What follows belongs to an exercise in optimizing a design on an open flow for small area, a short achievable clock period and few clock cycles per item; a production flow would make more cautious choices. Function was checked by simulation only, so behaviour that the tests miss may differ from the original. No activity file was given, so power comes from the tool's default toggle rates.

==> flow/design.v (excerpt) <==
module mcu_exec_core #(
  parameter int OP_SZ  = 32,
  parameter int MEM_SZ = 4
) (
  input  logic              clk,
  input  logic              reset,
  input  logic              in_valid,
  output logic              in_ready,
  input  logic [3:0]        op_code,
  input  logic [MEM_SZ-1:0] op0,
  input  logic [MEM_SZ-1:0] op1,
  input  logic [MEM_SZ-1:0] op2,
  input  logic [OP_SZ-1:0]  wdata,
  output logic [OP_SZ-1:0]  out,
  output logic              done,
  output logic              carry,
  output logic              zero,
  output logic              err
);
For scale: roughly 3000 cells after synthesis, ~640 flip-flops, about 88 I/O pins.
==> flow/config.mk <==
export PLATFORM = sky130hd
export DESIGN_NAME = mcu_exec_core
export DESIGN_NICKNAME = mcu_exec_core
export VERILOG_FILES = /design/flow/design.v
export SDC_FILE = /design/flow/constraint.sdc
export NUM_CORES = 4
export LEC_CHECK = 0
export CAP_MARGIN = 20
export CORE_MARGIN = 2
export CORE_UTILIZATION = 50
export CTS_CLUSTER_DIAMETER = 80
export CTS_CLUSTER_SIZE = 30
export SETUP_SLACK_MARGIN = 2.2
export SLEW_MARGIN = 20
==> flow/constraint.sdc <==
create_clock -name core_clock -period 5.0 [get_ports {clk}]
set_input_delay 1.0000 -clock core_clock [delete_from_list [all_inputs] [get_ports {clk}]]
set_output_delay 1.0000 -clock core_clock [all_outputs]
set_load 0.01 [all_outputs]
standard.sh (not shown) runs the stock make flow with config.mk's settings and CLKGATE_MAP_FILE= SYNTH_SCRIPT=/design/flow/synth_recipe.tcl, a recipe that flattens the netlist after the stock synthesis.
==> flow/flow/run.sh <==
#!/bin/bash
# Own layout flow: the standard ORFS flow (standard.sh, unchanged
# synthesis script) with more cells left unused. Besides the platform's own
# don't-use list, slow cells are kept out of synthesis and repair: 3- and
# 4-input OR/NOR/AND and the complex gates with long series stacks, 3-input
# XOR, mux4, the non-inverting and-or / or-and gates, and the delay cells that port buffering would otherwise pick
# (so each port gets a plain buffer).
set -euo pipefail
PLATFORM_DONT_USE="sky130_fd_sc_hd__probe_p_8 sky130_fd_sc_hd__probec_p_8 sky130_fd_sc_hd__lpflow_bleeder_1 sky130_fd_sc_hd__lpflow_clkbufkapwr_1 sky130_fd_sc_hd__lpflow_clkbufkapwr_16 sky130_fd_sc_hd__lpflow_clkbufkapwr_2 sky130_fd_sc_hd__lpflow_clkbufkapwr_4 sky130_fd_sc_hd__lpflow_clkbufkapwr_8 sky130_fd_sc_hd__lpflow_clkinvkapwr_1 sky130_fd_sc_hd__lpflow_clkinvkapwr_16 sky130_fd_sc_hd__lpflow_clkinvkapwr_2 sky130_fd_sc_hd__lpflow_clkinvkapwr_4 sky130_fd_sc_hd__lpflow_clkinvkapwr_8 sky130_fd_sc_hd__lpflow_decapkapwr_12 sky130_fd_sc_hd__lpflow_decapkapwr_3 sky130_fd_sc_hd__lpflow_decapkapwr_4 sky130_fd_sc_hd__lpflow_decapkapwr_6 sky130_fd_sc_hd__lpflow_decapkapwr_8 sky130_fd_sc_hd__lpflow_inputiso0n_1 sky130_fd_sc_hd__lpflow_inputiso0p_1 sky130_fd_sc_hd__lpflow_inputiso1n_1 sky130_fd_sc_hd__lpflow_inputiso1p_1 sky130_fd_sc_hd__lpflow_inputisolatch_1 sky130_fd_sc_hd__lpflow_isobufsrc_1 sky130_fd_sc_hd__lpflow_isobufsrc_16 sky130_fd_sc_hd__lpflow_isobufsrc_2 sky130_fd_sc_hd__lpflow_isobufsrc_4 sky130_fd_sc_hd__lpflow_isobufsrc_8 sky130_fd_sc_hd__lpflow_isobufsrckapwr_16 sky130_fd_sc_hd__lpflow_lsbuf_lh_hl_isowell_tap_1 sky130_fd_sc_hd__lpflow_lsbuf_lh_hl_isowell_tap_2 sky130_fd_sc_hd__lpflow_lsbuf_lh_hl_isowell_tap_4 sky130_fd_sc_hd__lpflow_lsbuf_lh_isowell_4 sky130_fd_sc_hd__lpflow_lsbuf_lh_isowell_tap_1 sky130_fd_sc_hd__lpflow_lsbuf_lh_isowell_tap_2 sky130_fd_sc_hd__lpflow_lsbuf_lh_isowell_tap_4 "
EXTRA_DONT_USE="$(tr '\n' ' ' < flow/dont_use.txt)"
bash standard.sh "DONT_USE_CELLS=$PLATFORM_DONT_USE $EXTRA_DONT_USE" finish > standard_flow.log 2>&1
==> flow/flow/dont_use.txt <==
sky130_fd_sc_hd__or4*
sky130_fd_sc_hd__nor4*
sky130_fd_sc_hd__and4*
sky130_fd_sc_hd__o41*
sky130_fd_sc_hd__a41*
sky130_fd_sc_hd__o311*
sky130_fd_sc_hd__a311*
sky130_fd_sc_hd__o2111*
sky130_fd_sc_hd__a2111*
sky130_fd_sc_hd__or3*
sky130_fd_sc_hd__xor3*
sky130_fd_sc_hd__xnor3*
sky130_fd_sc_hd__clkdlybuf4s*
sky130_fd_sc_hd__dlygate*
sky130_fd_sc_hd__dlymetal*
sky130_fd_sc_hd__mux4*
sky130_fd_sc_hd__o32*
sky130_fd_sc_hd__a32*
sky130_fd_sc_hd__nor3*
sky130_fd_sc_hd__and3*
sky130_fd_sc_hd__a2bb2*
sky130_fd_sc_hd__o2bb2*
sky130_fd_sc_hd__a222*
sky130_fd_sc_hd__a221o_*
sky130_fd_sc_hd__o221a_*
sky130_fd_sc_hd__a211o_*
sky130_fd_sc_hd__o211a_*
sky130_fd_sc_hd__a22o_*
sky130_fd_sc_hd__o22a_*
sky130_fd_sc_hd__a21o_*
sky130_fd_sc_hd__o21a_*
sky130_fd_sc_hd__a31o_*
sky130_fd_sc_hd__o31a_*
sky130_fd_sc_hd__a21bo_*
sky130_fd_sc_hd__o21ba_*
Testbench counts at the start, summed over its fixed seeds: cycles 12,016, items 12,000.
Then changed:
--- a/flow/flow/run.sh
+++ b/flow/flow/run.sh
@@ -5,3 +5,3 @@
 # 4-input OR/NOR/AND and the complex gates with long series stacks, 3-input
-# XOR, mux4, the non-inverting and-or / or-and gates, and the delay cells that port buffering would otherwise pick
+# XOR, mux4, and the delay cells that port buffering would otherwise pick
 # (so each port gets a plain buffer).
--- a/flow/flow/dont_use.txt
+++ b/flow/flow/dont_use.txt
@@ -23,13 +23 @@
 sky130_fd_sc_hd__a222*
-sky130_fd_sc_hd__a221o_*
-sky130_fd_sc_hd__o221a_*
-sky130_fd_sc_hd__a211o_*
-sky130_fd_sc_hd__o211a_*
-sky130_fd_sc_hd__a22o_*
-sky130_fd_sc_hd__o22a_*
-sky130_fd_sc_hd__a21o_*
-sky130_fd_sc_hd__o21a_*
-sky130_fd_sc_hd__a31o_*
-sky130_fd_sc_hd__o31a_*
-sky130_fd_sc_hd__a21bo_*
-sky130_fd_sc_hd__o21ba_*
CORE_UTILIZATION = 35   (was 50)
SETUP_SLACK_MARGIN = 2.3   (was 2.2)
Result: Critical path depth goes up by 2. Clock skew drops by 12 ps. Sequential share of layout area goes down by 1.5 points. Core utilization came out lower by 17 points. Synthesized area goes up by about 0.6%.
Then changed:
CORE_UTILIZATION = 40   (was 35)
Result:
- via count drops by 1.5%
- final area drops by 1.4%
- area after synthesis stays the same
- register-to-register slack gets better by 80 ps
- non-clock buffer count drops by 48
Then changed:
CTS_CLUSTER_DIAMETER = 60   (was 80)
CTS_CLUSTER_SIZE = 25   (was 30)
SETUP_SLACK_MARGIN = 2.2   (was 2.3)
Effect: Clock power goes up by 20%. Worst setup slack loses 31 ps. Total power goes up by 2.1%. Register-to-register slack loses 30 ps. Worst hold slack loses 11 ps. Final area stays flat. Die area is unchanged. Sequential power goes down by about 0.9%. Global-route usage goes down by 0.41 points. Combinational power goes down by about 3%. First-iteration DRC count goes up by 2.9%.

afterwards: timing with drivers on the ports:
In the flow no input, the clock included, has a driving cell. The finished layouts below were timed again as built, in two steps.
Step 1 sets driving cells, clkbuf_16 on the clock port and buf_2 on the other inputs (assumed; they add their load-dependent delay and slew).
Step 2 adds t to the input delays and takes it off the output delays; t is the mean of the earliest and latest rising clock arrival at the registers after step 1. Input paths then give back, and output paths get back, about the clock's delay inside the block.
Slacks: ideal ports / drivers / drivers and shift; pairs: ideal ports / drivers.
| run | t, ns | slack for setup (ns) | cell pins on the clock port's net |
|---|---|---|---|
| the first run | 0.700 | 1.759 / 1.759 / 1.334 | 1 |
| the second run | 0.716 | 2.089 / 2.089 / 1.496 | 1 |
| the third run | 0.698 | 2.167 / 2.167 / 1.530 | 1 |
| the fourth run | 0.659 | 2.136 / 2.136 / 1.545 | 1 |
After both steps setup and hold are still met in every run listed. For the third run, which loses most, drivers alone change the setup slack by 0.000 ns; drivers and shift together by -0.637 ns.
